Context: an optimization exercise on an open-source flow, tuned for small area. The choices shown serve that exercise and are no tape-out recipe.
Where RTL was checked, it was by simulation tests only, not by an equivalence proof against the original.
The flow treats the clock pin as an ideal source. Dropping or thinning the clock tree relies on that and would not hold on a real chip.
Power figures rest on the tool's default switching activity, not on a simulated workload.

## run A
Design uartBridgeTop, start of the top module:
module uartBridgeTop (
    input  logic sys_clk,
    input  logic arstN,
    input  logic uartRxLine,
    output logic uartTxLine,
    output logic cmdError
);
Size in the first run: roughly 2400 cells after synthesis, about 2100 flip-flops, ~5 I/O pins, about 45000 µm² of cells after synthesis.
export LEC_CHECK = 0
export CAP_MARGIN = 20
export CORE_MARGIN = 2
export CORE_UTILIZATION = 60
export PLACE_DENSITY = 0.75
export SLEW_MARGIN = 20
export CTS_ARGS = -sink_clustering_enable -repair_clock_nets -sink_clustering_size 28 -sink_clustering_max_diameter 45 -buf_list sky130_fd_sc_hd__clkbuf_16 -dont_use_dummy_load
create_clock -name core_clock -period 10.0 [get_ports {sys_clk}]
standard.sh (not shown) runs the stock make flow with config.mk's settings and CLKGATE_MAP_FILE= SYNTH_SCRIPT=/design/flow/synth_recipe.tcl, a recipe that flattens the netlist after the stock synthesis.
==> flow/flow/run.sh <==
#!/bin/bash
set -euo pipefail
CTS_SIZE=${CTS_SIZE:-28}
CTS_DIAM=${CTS_DIAM:-45}
CTS_BUF=${CTS_BUF:-sky130_fd_sc_hd__clkbuf_16}
if [[ -f flow/cts.env ]]; then source flow/cts.env; fi
cat >> config.mk <<EOC
export CTS_ARGS = -sink_clustering_enable -repair_clock_nets -sink_clustering_size $CTS_SIZE -sink_clustering_max_diameter $CTS_DIAM -buf_list $CTS_BUF -dont_use_dummy_load
EOC
bash standard.sh > flow_make.log 2>&1
==> flow/flow/cts.env <==
CTS_SIZE=28
CTS_DIAM=45
Both conditions hold for run A: the flow ran to the end and the final layout passed the timing, design-rule and antenna checks.
> inputs changed (run A -> run B)
- a change of CTS_ARGS from -sink_clustering_enable -repair_clock_nets -sink_clustering_size 28 -sink_clustering_max_diameter 45 -buf_list sky130_fd_sc_hd__clkbuf_16 -dont_use_dummy_load to -sink_clustering_enable -repair_clock_nets -sink_clustering_size 14 -sink_clustering_max_diameter 30 -buf_list sky130_fd_sc_hd__clkbuf_8 -dont_use_dummy_load
==> flow/flow/cts.env <==
CTS_SIZE=14
CTS_DIAM=30
CTS_BUF=sky130_fd_sc_hd__clkbuf_8
==> comparison <==
Run B has completed all stages; timing, DRC and antenna checks passed.
Run A → run B: fraction of standard cell area in multi-input logic now sits at about the same level; cell count saw an increase.
Against run A, run B comes in 5600 µm lower on post-detailed-routing wire length.
NOTE: relative contribution of sequential cells to total power in run B exceeds that of run A
[compare] base=run A new=run B: clock buffer count in the final layout rose 91, share of the core filled with cells fell 0.27 points, first-pass GRT wire length fell 6.9%, critical path depth about even, worst setup slack fell 0.096 ns.
> inputs changed (run B -> run C)
- swapping -sink_clustering_enable -repair_clock_nets -sink_clustering_size 14 -sink_clustering_max_diameter 30 -buf_list sky130_fd_sc_hd__clkbuf_8 -dont_use_dummy_load for -sink_clustering_enable -repair_clock_nets -sink_clustering_size 36 -sink_clustering_max_diameter 55 -buf_list sky130_fd_sc_hd__clkbuf_16 -dont_use_dummy_load in CTS_ARGS
==> flow/flow/cts.env <==
CTS_SIZE=36
CTS_DIAM=55
[summary]
- Changes observed in run C relative to run B: diode insertion count for antenna repair saw a decrease; share of the cycle needed by the critical path after routing saw a decrease; layout buffering overhead excluding clock cells saw little to no change.
diff inputs: run C => run D
- a change of CTS_ARGS from -sink_clustering_enable -repair_clock_nets -sink_clustering_size 36 -sink_clustering_max_diameter 55 -buf_list sky130_fd_sc_hd__clkbuf_16 -dont_use_dummy_load to -sink_clustering_enable -repair_clock_nets -sink_clustering_size 20 -sink_clustering_max_diameter 35 -buf_list sky130_fd_sc_hd__clkbuf_8 -dont_use_dummy_load
==> flow/flow/cts.env <==
CTS_SIZE=20
CTS_DIAM=35
CTS_BUF=sky130_fd_sc_hd__clkbuf_8
Findings:
For the register-to-register slack, run D came in 0.06 ns lower than run C did.
Run D vs. run C: worst hold slack went down by 0.013 ns.
Looking at total global routing track utilization across run D and run C, the one that comes out lower is run D.
What run C reported for routed length per instance has to be multiplied by 0.902 to get the figure for run D.
Run D falls short of run C in maximum operating frequency.
Combinational power delta (run C -> run D): insignificant
No functional check of the RTL was part of any run of this note.


wip/maple:
uartBridgeTop, a different RTL version from the one above (not shown whole).
Size in the first run: roughly 2400 cells after synthesis, roughly 2100 flip-flops, ~5 I/O pins, ~0.045 mm² of cells after synthesis.
Design uartBridgeTop, start of the top module:
module uartBridgeTop (
    input  logic sys_clk,
    input  logic arstN,
    input  logic uartRxLine,
    output logic uartTxLine,
    output logic cmdError
);
==> flow/config.mk <==
export PLATFORM = sky130hd
export DESIGN_NAME = uartBridgeTop
export DESIGN_NICKNAME = uartBridgeTop
export VERILOG_FILES = /design/flow/design.v
export SDC_FILE = /design/flow/constraint.sdc
export NUM_CORES = 4
export LEC_CHECK = 0
export CAP_MARGIN = 20
export CORE_MARGIN = 2
export CORE_UTILIZATION = 60
export PLACE_DENSITY = 0.75
export SLEW_MARGIN = 20
export CTS_ARGS = -sink_clustering_enable -repair_clock_nets -sink_clustering_size 22 -sink_clustering_max_diameter 38 -buf_list sky130_fd_sc_hd__clkbuf_8 -root_buf sky130_fd_sc_hd__clkbuf_16 -tree_buf sky130_fd_sc_hd__clkbuf_8 -sink_clustering_buffer sky130_fd_sc_hd__clkbuf_8 -dont_use_dummy_load
export POST_CTS_TCL = /design/flow/flow/merge_leaves.tcl
export LEAF_CAP = 22
export LEAF_DIST = 40
export LEAF_HP = 75
==> flow/constraint.sdc <==
create_clock -name core_clock -period 10.0 [get_ports {sys_clk}]
set_input_delay 2.0000 -clock core_clock [delete_from_list [all_inputs] [get_ports {sys_clk}]]
set_output_delay 2.0000 -clock core_clock [all_outputs]
set_load 0.01 [all_outputs]
==> flow/flow/run.sh <==
#!/bin/bash
set -euo pipefail
CTS_SIZE=${CTS_SIZE:-28}
CTS_DIAM=${CTS_DIAM:-45}
CTS_BUF=${CTS_BUF:-sky130_fd_sc_hd__clkbuf_16}
if [[ -f flow/cts.env ]]; then source flow/cts.env; fi
cat >> config.mk <<EOC
export CTS_ARGS = -sink_clustering_enable -repair_clock_nets -sink_clustering_size $CTS_SIZE -sink_clustering_max_diameter $CTS_DIAM -buf_list $CTS_BUF ${CTS_EXTRA:-} -dont_use_dummy_load
EOC
if [[ -n "${LEAF_CAP:-}" ]]; then
cat >> config.mk <<EOC
export POST_CTS_TCL = $PWD/flow/merge_leaves.tcl
export LEAF_CAP = $LEAF_CAP
export LEAF_DIST = ${LEAF_DIST:-25}
export LEAF_HP = ${LEAF_HP:-80}
EOC
fi
bash standard.sh > flow_make.log 2>&1
==> flow/flow/cts.env <==
CTS_SIZE=22
CTS_DIAM=38
CTS_BUF=sky130_fd_sc_hd__clkbuf_8
CTS_EXTRA="-root_buf sky130_fd_sc_hd__clkbuf_16 -tree_buf sky130_fd_sc_hd__clkbuf_8 -sink_clustering_buffer sky130_fd_sc_hd__clkbuf_8"
LEAF_CAP=22
LEAF_DIST=40
LEAF_HP=75
==> flow/flow/merge_leaves.tcl <==
# Post-CTS hook: CTS's sink clustering leaves many leaf clock buffers far below their load
# limit. Move the sinks of the emptiest leaf buffers to nearby leaf buffers that have room,
# then remove the leaf buffers left without loads. Global routing's repair runs afterwards.
set mcap  [expr {[info exists ::env(LEAF_CAP)] ? $::env(LEAF_CAP) : 20}]
set mdist [expr {[info exists ::env(LEAF_DIST)] ? $::env(LEAF_DIST) : 25.0}]
set block [ord::get_db_block]
set dbu [$block getDefUnits]
set dmax [expr {int($mdist * $dbu)}]
# Largest half-perimeter of a merged leaf net's pins; longer nets slow the clock edge
set hpmax [expr {int(([info exists ::env(LEAF_HP)] ? $::env(LEAF_HP) : 80.0) * $dbu)}]

proc center {inst} {
  set bb [$inst getBBox]
  return [list [expr {([$bb xMin] + [$bb xMax]) / 2}] [expr {([$bb yMin] + [$bb yMax]) / 2}]]
}

# leaf buffer -> list of sink iterms
array set sinks {}
array set loc {}
set leaves {}
foreach inst [$block getInsts] {
  if {![string match "clkbuf_leaf_*" [$inst getName]]} { continue }
  set net [[$inst findITerm X] getNet]
  set s {}
  foreach it [$net getITerms] {
    if {[$it isOutputSignal]} { continue }
    if {[$it getInst] == $inst} { continue }
    lappend s $it
  }
  set sinks($inst) $s
  set loc($inst) [center $inst]
  lassign $loc($inst) bx by
  set box($inst) [list $bx $by $bx $by]
  foreach it $s {
    lassign [center [$it getInst]] sx sy
    lassign $box($inst) x0 y0 x1 y1
    set box($inst) [list [expr {min($x0,$sx)}] [expr {min($y0,$sy)}] [expr {max($x1,$sx)}] [expr {max($y1,$sy)}]]
  }
  lappend leaves $inst
}
puts "merge_leaves: [llength $leaves] leaf buffers before, cap $mcap, distance $mdist um"

set done {}
set removed 0
while {1} {
  # emptiest leaf not yet tried
  set best ""
  set bestn 1000000
  foreach l $leaves {
    if {[lsearch -exact $done $l] >= 0} { continue }
    set n [llength $sinks($l)]
    if {$n < $bestn} { set bestn $n; set best $l }
  }
  if {$best eq "" || $bestn >= $mcap} { break }
  lappend done $best
  # plan: every sink to the nearest other leaf with room
  array unset used
  array set used {}
  array unset nbox
  array set nbox [array get box]
  set plan {}
  set ok 1
  foreach it $sinks($best) {
    lassign [center [$it getInst]] sx sy
    set tgt ""
    set td 0
    foreach m $leaves {
      if {$m == $best} { continue }
      set room [expr {$mcap - [llength $sinks($m)] - ([info exists used($m)] ? $used($m) : 0)}]
      if {$room <= 0} { continue }
      lassign $loc($m) mx my
      set d [expr {abs($mx - $sx) + abs($my - $sy)}]
      if {$d > $dmax} { continue }
      lassign $nbox($m) x0 y0 x1 y1
      set hp [expr {max($x1,$sx) - min($x0,$sx) + max($y1,$sy) - min($y0,$sy)}]
      if {$hp > $hpmax} { continue }
      if {$tgt eq "" || $d < $td} { set tgt $m; set td $d }
    }
    if {$tgt eq ""} { set ok 0; break }
    lassign $nbox($tgt) x0 y0 x1 y1
    set nbox($tgt) [list [expr {min($x0,$sx)}] [expr {min($y0,$sy)}] [expr {max($x1,$sx)}] [expr {max($y1,$sy)}]]
    if {[info exists used($tgt)]} { incr used($tgt) } else { set used($tgt) 1 }
    lappend plan $it $tgt
  }
  if {!$ok} { continue }
  array set box [array get nbox]
  foreach {it tgt} $plan {
    set tnet [[$tgt findITerm X] getNet]
    $it disconnect
    $it connect $tnet
    lappend sinks($tgt) $it
  }
  set onet [[$best findITerm X] getNet]
  [$best findITerm A] disconnect
  [$best findITerm X] disconnect
  odb::dbInst_destroy $best
  odb::dbNet_destroy $onet
  set i [lsearch -exact $leaves $best]
  set leaves [lreplace $leaves $i $i]
  incr removed
}
puts "merge_leaves: removed $removed, [llength $leaves] leaf buffers left"
> inputs changed (wip/maple -> wip/garnet)
Settings: a change of LEAF_HP from 75 to 70; a change of CTS_ARGS from -sink_clustering_enable -repair_clock_nets -sink_clustering_size 22 -sink_clustering_max_diameter 38 -buf_list sky130_fd_sc_hd__clkbuf_8 -root_buf sky130_fd_sc_hd__clkbuf_16 -tree_buf sky130_fd_sc_hd__clkbuf_8 -sink_clustering_buffer sky130_fd_sc_hd__clkbuf_8 -dont_use_dummy_load to -sink_clustering_enable -repair_clock_nets -sink_clustering_size 20 -sink_clustering_max_diameter 35 -buf_list sky130_fd_sc_hd__clkbuf_8 -root_buf sky130_fd_sc_hd__clkbuf_16 -tree_buf sky130_fd_sc_hd__clkbuf_8 -sink_clustering_buffer sky130_fd_sc_hd__clkbuf_8 -dont_use_dummy_load; a change of LEAF_CAP from 22 to 23.
==> flow/flow/cts.env <==
CTS_SIZE=20
CTS_DIAM=35
CTS_BUF=sky130_fd_sc_hd__clkbuf_8
CTS_EXTRA="-root_buf sky130_fd_sc_hd__clkbuf_16 -tree_buf sky130_fd_sc_hd__clkbuf_8 -sink_clustering_buffer sky130_fd_sc_hd__clkbuf_8"
LEAF_CAP=23
LEAF_DIST=40
LEAF_HP=70
### Flow results
wip/garnet does better than wip/maple on final setup slack of the worst path.
Taking wip/maple as the reference, in wip/garnet sequential share of layout area has remained practically unchanged, power ~0 delta, count of input and output buffers held.
Wire length: wip/maple vs wip/garnet, no meaningful difference
wip/garnet contains fewer vias than wip/maple.
wip/maple -> wip/garnet: cell count after placement delta 0, exact match
~same power density over the cells in wip/maple and wip/garnet
The register-to-register slack reported for wip/garnet is greater than that of wip/maple by 0.03 ns.
On final design area excluding fillers, wip/garnet tracks wip/maple almost exactly.
Here is what was changed in the inputs of wip/onyx compared with wip/garnet.
Settings: CTS_ARGS now -sink_clustering_enable -repair_clock_nets -sink_clustering_size 20 -sink_clustering_max_diameter 35 -buf_list sky130_fd_sc_hd__clkbuf_8 -root_buf sky130_fd_sc_hd__clkbuf_16 -tree_buf sky130_fd_sc_hd__clkbuf_16 -sink_clustering_buffer sky130_fd_sc_hd__clkbuf_8 -dont_use_dummy_load, was -sink_clustering_enable -repair_clock_nets -sink_clustering_size 20 -sink_clustering_max_diameter 35 -buf_list sky130_fd_sc_hd__clkbuf_8 -root_buf sky130_fd_sc_hd__clkbuf_16 -tree_buf sky130_fd_sc_hd__clkbuf_8 -sink_clustering_buffer sky130_fd_sc_hd__clkbuf_8 -dont_use_dummy_load; LEAF_HP now 75, was 70; LEAF_CAP now 21, was 23.
==> flow/flow/cts.env <==
CTS_SIZE=20
CTS_DIAM=35
CTS_BUF=sky130_fd_sc_hd__clkbuf_8
CTS_EXTRA="-root_buf sky130_fd_sc_hd__clkbuf_16 -tree_buf sky130_fd_sc_hd__clkbuf_16 -sink_clustering_buffer sky130_fd_sc_hd__clkbuf_8"
LEAF_CAP=21
LEAF_DIST=40
LEAF_HP=75
==> summary.txt <==
- For synthesized area, wip/garnet and wip/onyx come out practically identical.
- wip/garnet → wip/onyx: number of flip-flops and latches stayed essentially flat; global-route usage rose by 0.67 points; clock share of power rose by 1.4 points.
- Between wip/onyx and wip/garnet, the difference in data-path buffer share of cell area in the final layout is negligible.
- Compared with wip/garnet, wip/onyx shows a fmax that is 4.2 MHz lower.
[inputs] wip/delta vs wip/onyx
Settings: changing LEAF_CAP from 21 to 22; changing CTS_ARGS from -sink_clustering_enable -repair_clock_nets -sink_clustering_size 20 -sink_clustering_max_diameter 35 -buf_list sky130_fd_sc_hd__clkbuf_8 -root_buf sky130_fd_sc_hd__clkbuf_16 -tree_buf sky130_fd_sc_hd__clkbuf_16 -sink_clustering_buffer sky130_fd_sc_hd__clkbuf_8 -dont_use_dummy_load to -sink_clustering_enable -repair_clock_nets -sink_clustering_size 20 -sink_clustering_max_diameter 35 -buf_list sky130_fd_sc_hd__clkbuf_8 -root_buf sky130_fd_sc_hd__clkbuf_16 -tree_buf sky130_fd_sc_hd__clkbuf_8 -sink_clustering_buffer sky130_fd_sc_hd__clkbuf_8 -dont_use_dummy_load.
==> flow/flow/cts.env <==
CTS_SIZE=20
CTS_DIAM=35
CTS_BUF=sky130_fd_sc_hd__clkbuf_8
CTS_EXTRA="-root_buf sky130_fd_sc_hd__clkbuf_16 -tree_buf sky130_fd_sc_hd__clkbuf_8 -sink_clustering_buffer sky130_fd_sc_hd__clkbuf_8"
LEAF_CAP=22
LEAF_DIST=40
LEAF_HP=75
## What came out
Synthesized area per cell of wip/onyx is on par with wip/delta.
Re global-route usage over all layers: wip/delta is 0.68 points down on wip/onyx.
The worst hold slack of wip/delta was inferior to that of wip/onyx.
Going from wip/onyx to wip/delta, the average wire length per cell after detail routing was found to have gone down by 4.1%.
Going from wip/onyx to wip/delta, achievable frequency grew slightly.
NOTE number of clock-tree buffers in the layout wip/onyx->wip/delta decreased by a few percent
Comparing wip/delta against wip/onyx, there is no change at all in post-synthesis xor/xnor area fraction.
wip/delta reports a lower final period utilization than wip/onyx does.
wip/onyx has a lower flip-flop and latch share of the layout cell area than wip/delta.

port drivers added, routing unchanged:
The results above use ideal ports. As a check the final layouts listed here were re-extracted and re-timed, cells and wires unchanged.
Step 1: set_driving_cell puts a clkbuf_16 on sys_clk and a buf_2 on each other input, an assumption about the parent block.
Step 2 moves the port delays by t, midway between the first and last clock arrival at a register: inputs arrive t later, outputs are due t later. That takes back most of the time a late clock gives input paths.
Three values: no drivers, after step 1, after step 2; two values: the first two.
run	t (ns)	setup slack, ns	worst register clock-pin slew, ns
run A	0.740	6.256 / 6.194 / 6.854	0.10 / 0.10
run B	0.856	6.161 / 6.099 / 6.908	0.11 / 0.11
run C	0.709	6.272 / 6.207 / 6.916	0.12 / 0.12
run D	0.816	6.191 / 6.131 / 6.887	0.11 / 0.11
wip/maple	0.682	6.266 / 6.206 / 6.888	0.12 / 0.12
wip/garnet	0.692	6.275 / 6.216 / 6.908	0.13 / 0.13
wip/onyx	0.727	6.215 / 6.152 / 6.879	0.12 / 0.12
wip/delta	0.688	6.273 / 6.214 / 6.902	0.12 / 0.12
After both steps every run listed still meets setup and hold.
